Context: an optimization exercise on an open-source flow, tuned for small area and a short achievable clock period. The choices shown serve that exercise and are no tape-out recipe.
Function was checked by simulation only, so behaviour that the tests miss may differ from the original.
No driver is modelled on the clock port, so clocking that relies on it looks cheaper here than on a real chip.
No activity file was given, so power comes from the tool's default toggle rates.

== run 1 ==
Design frame_buf_top, start of the top module:
module frame_buf_top
(
    input  logic              ddr_clk,
    input  logic              rst_n,
    input  logic              pix_fsync,
    input  logic              pix_valid,
    input  logic [PIX_W-1:0]  pix_data,
    input  logic              rd_fsync,
    input  logic              rd_en,
    output logic              vout_de,
    output logic [PIX_W-1:0]  vout_data,
    output logic              init_done,
    output logic              wr_overflow,
    output logic              rd_underrun,
    input  logic              axi_awready,
    input  logic              axi_wready,
    input  logic              axi_arready,
    input  logic              axi_rvalid,
    input  logic              axi_rlast,
    input  logic [WORD_W-1:0] axi_rdata,
    output logic [ADDR_W-1:0] axi_awaddr,
    output logic [ADDR_W-1:0] axi_araddr,
    output logic              axi_awvalid,
    output logic              axi_wvalid,
    output logic              axi_wlast,
    output logic              axi_arvalid,
    output logic [WORD_W-1:0] axi_wdata
);
clock: 5.5 ns
lec_check: 0
cap_margin: 20
core_margin: 2
core_utilization: 65
cts_buf_list: sky130_fd_sc_hd__clkbuf_16
cts_cluster_diameter: 80
cts_cluster_size: 32
setup_slack_margin: 3.55
slew_margin: 20
standard.sh (not shown) runs the stock make flow with config.mk's settings and CLKGATE_MAP_FILE= SYNTH_SCRIPT=/design/flow/synth_recipe.tcl, a recipe that flattens the netlist after the stock synthesis.
==> flow/flow/run.sh <==
#!/bin/bash
set -euo pipefail
export BUFFER_PORTS_ARGS="-buffer_cell sky130_fd_sc_hd__buf_2"
RES=$(pwd)/orfs/results/sky130hd/frame_buf_top/base
bash standard.sh synth floorplan place > standard_place.log 2>&1
PLACE_ODB=$RES/3_place.odb openroad -no_init -exit flow/move_out_ffs.tcl > move_out_ffs.log 2>&1
bash standard.sh cts > standard_cts.log 2>&1
CTS_ODB=$RES/4_cts.odb CLOCK_PORT=ddr_clk openroad -no_init -exit flow/split_root.tcl > split_root.log 2>&1
bash standard.sh > standard_finish.log 2>&1
Other scripts of this flow, unchanged in this note and not shown: flow/flow/move_out_ffs.tcl, flow/flow/split_root.tcl
[inputs] run 2 vs run 1
--- a/flow/flow/run.sh
+++ b/flow/flow/run.sh
@@ -8,2 +8,3 @@
 CTS_ODB=$RES/4_cts.odb CLOCK_PORT=ddr_clk openroad -no_init -exit flow/split_root.tcl > split_root.log 2>&1
+CTS_ODB=$RES/4_cts.odb CLOCK_PORT=ddr_clk openroad -no_init -exit flow/skip_mid.tcl > skip_mid.log 2>&1
 bash standard.sh > standard_finish.log 2>&1
==> flow/flow/skip_mid.tcl (new file) <==
# After split_root.tcl: let each root buffer drive the leaf buffers of its
# quadrant directly, removing the middle level of the clock tree.  Every
# register's clock still passes through the same number of buffers (a root
# and a leaf).  Reads and rewrites the design given in CTS_ODB.
read_db $::env(CTS_ODB)
set block [ord::get_db_block]
set cnet  [[$block findBTerm $::env(CLOCK_PORT)] getNet]
set removed 0
foreach rit [$cnet getITerms] {
  set root [$rit getInst]
  set rnet {}
  foreach it [$root getITerms] { if {[$it isOutputSignal]} { set rnet [$it getNet] } }
  set mids {}
  foreach it [$rnet getITerms] { if {[$it isInputSignal]} { lappend mids [$it getInst] } }
  set leaves {}
  set ok 1
  foreach m $mids {
    if {![string match "*clkbuf*" [[$m getMaster] getName]]} { set ok 0 }
  }
  if {!$ok} { puts "root [$root getName]: a load is not a clock buffer, left as it is"; continue }
  set sx 0; set sy 0; set n 0
  foreach m $mids {
    set mnet {}
    foreach it [$m getITerms] { if {[$it isOutputSignal]} { set mnet [$it getNet] } }
    foreach it [$mnet getITerms] {
      if {[$it isInputSignal]} {
        lappend leaves $it
        set loc [[$it getInst] getLocation]; incr sx [lindex $loc 0]; incr sy [lindex $loc 1]; incr n
      }
    }
    foreach it [$m getITerms] { $it disconnect }
    odb::dbInst_destroy $m
    odb::dbNet_destroy $mnet
    incr removed
  }
  foreach it $leaves { $it connect $rnet }
  $root setLocation [expr {$sx / $n}] [expr {$sy / $n}]
  puts "root [$root getName] now drives $n leaf buffers"
}
puts "removed $removed middle buffers"
detailed_placement
check_placement -verbose
write_db $::env(CTS_ODB)
Notes after the runs:
- Status: aggregate routed wire length parity (run 2, run 1)
- Run 2 ends up with a minimum clock period that is 0.0096 ns lower than in run 1.
- Power after layout of run 2 falls short of that of run 1 slightly.
- [compare] base=run 1 new=run 2: setup slack shows an increase of 0.0096 ns; cell count closely matched the old numbers; worst-case hold slack essentially unchanged.
--- input diff run 2..run 3 ---
- SETUP_SLACK_MARGIN now 3.5, was 3.55
==> run notes <==
Having completed the whole flow, run 2 delivered a layout that passed the timing, DRC and antenna checks. Both conditions hold for run 3: the flow ran to the end and the final layout passed the timing, DRC and antenna checks. Total number of nets in the final design, run 3 vs run 2: down slightly. Cmp run 3 vs run 2: part of the cycle the worst path needs higher in run 3. Delta (run 3 minus run 2): sequential power now sits at about the same level; overall fraction of global-route tracks in use held; wire length reported by the detailed router decreased 3800 µm; design area decreased by 1.2% relative to the old numbers; via count of the first global-routing pass flat. Per the comparison of run 3 with run 2, worst setup slack has decreased; total leakage power lower. The transition at the pin with the smallest max-transition slack in run 3 was higher than what run 2 gave.
Modified inputs, run 4 compared to run 3
- SETUP_SLACK_MARGIN changed from 3.5 to 3.7
--- a/flow/flow/run.sh
+++ b/flow/flow/run.sh
@@ -8,3 +8,2 @@
 CTS_ODB=$RES/4_cts.odb CLOCK_PORT=ddr_clk openroad -no_init -exit flow/split_root.tcl > split_root.log 2>&1
-CTS_ODB=$RES/4_cts.odb CLOCK_PORT=ddr_clk openroad -no_init -exit flow/skip_mid.tcl > skip_mid.log 2>&1
 bash standard.sh > standard_finish.log 2>&1
removed: flow/flow/skip_mid.tcl
[summary]
Run 4 reached the end of the flow, and the finished layout is clean on the timing, DRC and antenna checks.
Fmax: run 4 higher than run 3
The flip-flop and latch share of the layout cell area number comes out lower for run 4 vs run 3.
Lower relative contribution of combinational cells to total power among run 4 and run 3: run 3
Net switching power of the design: run 4 vs run 3 up 3.0%
Fill cell total of the finished layout: run 4 < run 3
First-iteration DRC count: higher on run 3
Higher register-to-register slack among run 4 and run 3: run 4
Max first-pass GRT wire length across run 4 and run 3: run 4
NOTE total of plain and repair buffers excluding clock buffers run 3->run 4 increased by more than half
Run 4 against run 3; routed wire length is up by more than 10%.
Diff run 4 and run 3: portion of the clock cycle consumed by the worst path in the final layout higher in run 3
[inputs] run 5 vs run 4
- SETUP_SLACK_MARGIN: 3.7 -> 3.47
Results
- Run 5 completed end to end with timing, DRC and antenna clean.
- [compare] base=run 4 new=run 5: combinational power decreased about 20%; final period demand of the worst path increased 0.067 ns; non-filler instance count after layout decreased 192; non-clock buffering overhead in the final layout decreased 4.4 points; maximum fanout along the worst path increased 49.
- Sequential cell count came out exactly the same in run 5 and run 4.
- Going from run 4 to run 5, the fraction of power consumed by combinational cells was found to have gone down by 0.3 points.
- Across both runs, sequential share of layout area was higher for run 5 than for run 4.
- Of run 5 and run 4, it is run 5 that has the lower global-route usage.
### run 5 -> run 6
- swapping 65 for 70 in CORE_UTILIZATION
- swapping 3.47 for 3.55 in SETUP_SLACK_MARGIN
--- a/flow/flow/run.sh
+++ b/flow/flow/run.sh
@@ -8,2 +8,3 @@
 CTS_ODB=$RES/4_cts.odb CLOCK_PORT=ddr_clk openroad -no_init -exit flow/split_root.tcl > split_root.log 2>&1
+CTS_ODB=$RES/4_cts.odb CLOCK_PORT=ddr_clk openroad -no_init -exit flow/skip_mid.tcl > skip_mid.log 2>&1
 bash standard.sh > standard_finish.log 2>&1
==> flow/flow/skip_mid.tcl (new file) <==
# After split_root.tcl: let each root buffer drive the leaf buffers of its
# quadrant directly, removing the middle level of the clock tree.  Every
# register's clock still passes through the same number of buffers (a root
# and a leaf).  Reads and rewrites the design given in CTS_ODB.
read_db $::env(CTS_ODB)
set block [ord::get_db_block]
set cnet  [[$block findBTerm $::env(CLOCK_PORT)] getNet]
set removed 0
foreach rit [$cnet getITerms] {
  set root [$rit getInst]
  set rnet {}
  foreach it [$root getITerms] { if {[$it isOutputSignal]} { set rnet [$it getNet] } }
  set mids {}
  foreach it [$rnet getITerms] { if {[$it isInputSignal]} { lappend mids [$it getInst] } }
  set leaves {}
  set ok 1
  foreach m $mids {
    if {![string match "*clkbuf*" [[$m getMaster] getName]]} { set ok 0 }
  }
  if {!$ok} { puts "root [$root getName]: a load is not a clock buffer, left as it is"; continue }
  set sx 0; set sy 0; set n 0
  foreach m $mids {
    set mnet {}
    foreach it [$m getITerms] { if {[$it isOutputSignal]} { set mnet [$it getNet] } }
    foreach it [$mnet getITerms] {
      if {[$it isInputSignal]} {
        lappend leaves $it
        set loc [[$it getInst] getLocation]; incr sx [lindex $loc 0]; incr sy [lindex $loc 1]; incr n
      }
    }
    foreach it [$m getITerms] { $it disconnect }
    odb::dbInst_destroy $m
    odb::dbNet_destroy $mnet
    incr removed
  }
  foreach it $leaves { $it connect $rnet }
  $root setLocation [expr {$sx / $n}] [expr {$sy / $n}]
  puts "root [$root getName] now drives $n leaf buffers"
}
puts "removed $removed middle buffers"
detailed_placement
check_placement -verbose
write_db $::env(CTS_ODB)
Results
- Diff run 5 and run 6: placer's final routability congestion estimate higher in run 6
- [diff] cell area after layout, run 6 relative to run 5: regression
- Compared to run 5, run 6 has number of well taps about 8% lower.
- Changes observed in run 6 relative to run 5: die extent in y lost 3.6%; wire length of the first global-routing pass picked up an extra 7800 µm.

---

Another version of the RTL of frame_buf_top (not shown whole).
Size: roughly 2200 flip-flops, about 220 I/O pins, ~69000 um2 of cells after synthesis.
Settings: LEC_CHECK=0, CAP_MARGIN=20, CORE_MARGIN=2, CORE_UTILIZATION=65, CTS_BUF_LIST=sky130_fd_sc_hd__clkbuf_16, CTS_CLUSTER_DIAMETER=80, CTS_CLUSTER_SIZE=32, SETUP_SLACK_MARGIN=3.3, SLEW_MARGIN=20; clock period 5.5 ns.
==> flow/flow/run.sh <==
#!/bin/bash
# Standard layout, with the port buffers built from buf_2 cells.
cp standard.sh standard_sh_copy.log
export BUFFER_PORTS_ARGS="-buffer_cell sky130_fd_sc_hd__buf_2"
bash standard.sh > standard.log 2>&1
Change:
==> flow/flow/run.sh (replaced) <==
#!/bin/bash
# Standard layout with two changes: the port buffers are buf_2 cells, and
# after placement each flip-flop that drives an output port is moved next to
# that port's buffer (then legalised) before clock tree synthesis.
set -euo pipefail
export BUFFER_PORTS_ARGS="-buffer_cell sky130_fd_sc_hd__buf_2"
bash standard.sh synth floorplan place > standard_place.log 2>&1
PLACE_ODB=$(pwd)/orfs/results/sky130hd/frame_buf_top/base/3_place.odb
PLACE_ODB=$PLACE_ODB openroad -no_init -exit flow/move_out_ffs.tcl > move_out_ffs.log 2>&1
bash standard.sh > standard_finish.log 2>&1
==> flow/flow/move_out_ffs.tcl (new file) <==
# Move each flip-flop that drives an output port's buffer next to that buffer,
# then legalise.  Reads and rewrites the placed design given in PLACE_ODB.
read_db $::env(PLACE_ODB)
set block [ord::get_db_block]
set moved 0
foreach bt [$block getBTerms] {
  if {[$bt getIoType] != "OUTPUT"} continue
  set net [$bt getNet]
  if {$net == "NULL"} continue
  foreach it [$net getITerms] {
    if {![$it isOutputSignal]} continue
    set buf [$it getInst]
    foreach it2 [$buf getITerms] {
      if {![$it2 isInputSignal]} continue
      set n2 [$it2 getNet]
      if {$n2 == "NULL"} continue
      foreach it3 [$n2 getITerms] {
        if {![$it3 isOutputSignal]} continue
        set ff [$it3 getInst]
        if {![string match "*df*" [[$ff getMaster] getName]]} continue
        set loc [$buf getLocation]
        $ff setLocation [lindex $loc 0] [lindex $loc 1]
        $ff setPlacementStatus PLACED
        incr moved
      }
    }
  }
}
puts "moved $moved output flip-flops"
detailed_placement
check_placement -verbose
write_db $::env(PLACE_ODB)
--- a/flow/config.mk
+++ b/flow/config.mk
@@ -8,8 +8,8 @@
 export CAP_MARGIN = 20
 export CORE_MARGIN = 2
-export CORE_UTILIZATION = 65
+export CORE_UTILIZATION = 82
 export CTS_BUF_LIST = sky130_fd_sc_hd__clkbuf_16
 export CTS_CLUSTER_DIAMETER = 80
 export CTS_CLUSTER_SIZE = 32
-export SETUP_SLACK_MARGIN = 3.3
+export SETUP_SLACK_MARGIN = 3.4
 export SLEW_MARGIN = 20
This time the run aborted during detailed placement (3_5_place_dp) on DPL-0033.
Synthesized area stays the same.
Synthesized cell count is unchanged.
Change:
--- a/flow/config.mk
+++ b/flow/config.mk
@@ -8,8 +8,9 @@
 export CAP_MARGIN = 20
 export CORE_MARGIN = 2
-export CORE_UTILIZATION = 82
+export CORE_UTILIZATION = 65
 export CTS_BUF_LIST = sky130_fd_sc_hd__clkbuf_16
 export CTS_CLUSTER_DIAMETER = 80
 export CTS_CLUSTER_SIZE = 32
-export SETUP_SLACK_MARGIN = 3.4
+export GPL_ROUTABILITY_DRIVEN = 0
+export SETUP_SLACK_MARGIN = 3.3
 export SLEW_MARGIN = 20
=>
- With this change the flow finished with timing, DRC and antenna clean
- synthesized cell count does not change
- synthesized area stays the same
Change:
==> flow/flow/run.sh (replaced) <==
#!/bin/bash
# Standard layout, with the port buffers built from buf_2 cells.
cp standard.sh standard_sh_copy.log
export BUFFER_PORTS_ARGS="-buffer_cell sky130_fd_sc_hd__buf_2"
bash standard.sh > standard.log 2>&1
--- a/flow/config.mk
+++ b/flow/config.mk
@@ -12,5 +12,4 @@
 export CTS_CLUSTER_DIAMETER = 80
 export CTS_CLUSTER_SIZE = 32
-export GPL_ROUTABILITY_DRIVEN = 0
-export SETUP_SLACK_MARGIN = 3.3
+export SETUP_SLACK_MARGIN = 3.15
 export SLEW_MARGIN = 20
removed: flow/flow/move_out_ffs.tcl
The new run finished clean; routed wire length decreases by a few percent; global-route usage decreases by 0.40 points; non-clock buffer count decreases by 13; cell area decreases slightly.
Change:
==> flow/flow/run.sh (replaced) <==
#!/bin/bash
# Standard layout with two changes: the port buffers are buf_2 cells, and
# after placement each flip-flop that drives an output port is moved next to
# that port's buffer (then legalised) before clock tree synthesis.
set -euo pipefail
export BUFFER_PORTS_ARGS="-buffer_cell sky130_fd_sc_hd__buf_2"
bash standard.sh synth floorplan place > standard_place.log 2>&1
PLACE_ODB=$(pwd)/orfs/results/sky130hd/frame_buf_top/base/3_place.odb
PLACE_ODB=$PLACE_ODB openroad -no_init -exit flow/move_out_ffs.tcl > move_out_ffs.log 2>&1
bash standard.sh > standard_finish.log 2>&1
==> flow/flow/move_out_ffs.tcl (new file) <==
# Move each flip-flop that drives an output port's buffer next to that buffer,
# then legalise.  Reads and rewrites the placed design given in PLACE_ODB.
read_db $::env(PLACE_ODB)
set block [ord::get_db_block]
set moved 0
foreach bt [$block getBTerms] {
  if {[$bt getIoType] != "OUTPUT"} continue
  set net [$bt getNet]
  if {$net == "NULL"} continue
  foreach it [$net getITerms] {
    if {![$it isOutputSignal]} continue
    set buf [$it getInst]
    foreach it2 [$buf getITerms] {
      if {![$it2 isInputSignal]} continue
      set n2 [$it2 getNet]
      if {$n2 == "NULL"} continue
      foreach it3 [$n2 getITerms] {
        if {![$it3 isOutputSignal]} continue
        set ff [$it3 getInst]
        if {![string match "*df*" [[$ff getMaster] getName]]} continue
        set loc [$buf getLocation]
        $ff setLocation [lindex $loc 0] [lindex $loc 1]
        $ff setPlacementStatus PLACED
        incr moved
      }
    }
  }
}
puts "moved $moved output flip-flops"
detailed_placement
check_placement -verbose
write_db $::env(PLACE_ODB)
--- a/flow/config.mk
+++ b/flow/config.mk
@@ -6,5 +6,5 @@
 export NUM_CORES = 4
 export LEC_CHECK = 0
-export CAP_MARGIN = 20
+export CAP_MARGIN = 5
 export CORE_MARGIN = 2
 export CORE_UTILIZATION = 65
@@ -12,4 +12,4 @@
 export CTS_CLUSTER_DIAMETER = 80
 export CTS_CLUSTER_SIZE = 32
-export SETUP_SLACK_MARGIN = 3.15
-export SLEW_MARGIN = 20
+export SETUP_SLACK_MARGIN = 3.3
+export SLEW_MARGIN = 5
Outcome:
- The new run ran to the end with no violations
- routed wire length came out higher by 2.3%
- power came out lower by 0.54%
- die area is unchanged

-- separate check: timing with driven ports --
No port has a modelled driver above. Below, the same layouts with a new extraction and two added sets of constraints. Step 1 assumes that a clkbuf_16 drives the clock port and a buf_2 every other input. Step 2 times the ports against the registers' clock, not the clock port: input delays grow and output delays shrink by t, the midpoint of the rising clock arrivals with the driver on. Slacks: ideal ports / drivers / drivers and shift; pairs: ideal ports / drivers.
run	t, ns	setup WS [ns]	worst setup path after step 2	worst slew at a driven data input, ns
run 1	0.689	3.396 / 3.249 / 2.881	input to register	0.08
run 2	0.676	3.406 / 3.254 / 2.881	input to register	0.08
run 3	0.669	3.384 / 3.262 / 2.834	input to register	0.08
run 4	0.695	3.398 / 3.245 / 2.874	input to register	0.12
run 5	0.688	3.331 / 3.248 / 2.765	input to register	0.09
run 6	0.682	3.366 / 3.215 / 2.782	input to register	0.16
the first run of note 2	0.736	3.184 / 3.112 / 2.637	input to register	0.12
the third run of note 2	0.741	3.241 / 3.170 / 2.619	input to register	0.12
the fourth run of note 2	0.736	3.179 / 3.114 / 2.478	input to register	0.11
the fifth run of note 2	0.741	3.241 / 3.170 / 2.619	input to register	0.12
After both steps setup and hold are still met in every run listed. The setup slack of the fourth run of note 2, which loses most, moves by -0.065 ns with the drivers and by -0.701 ns with both steps.
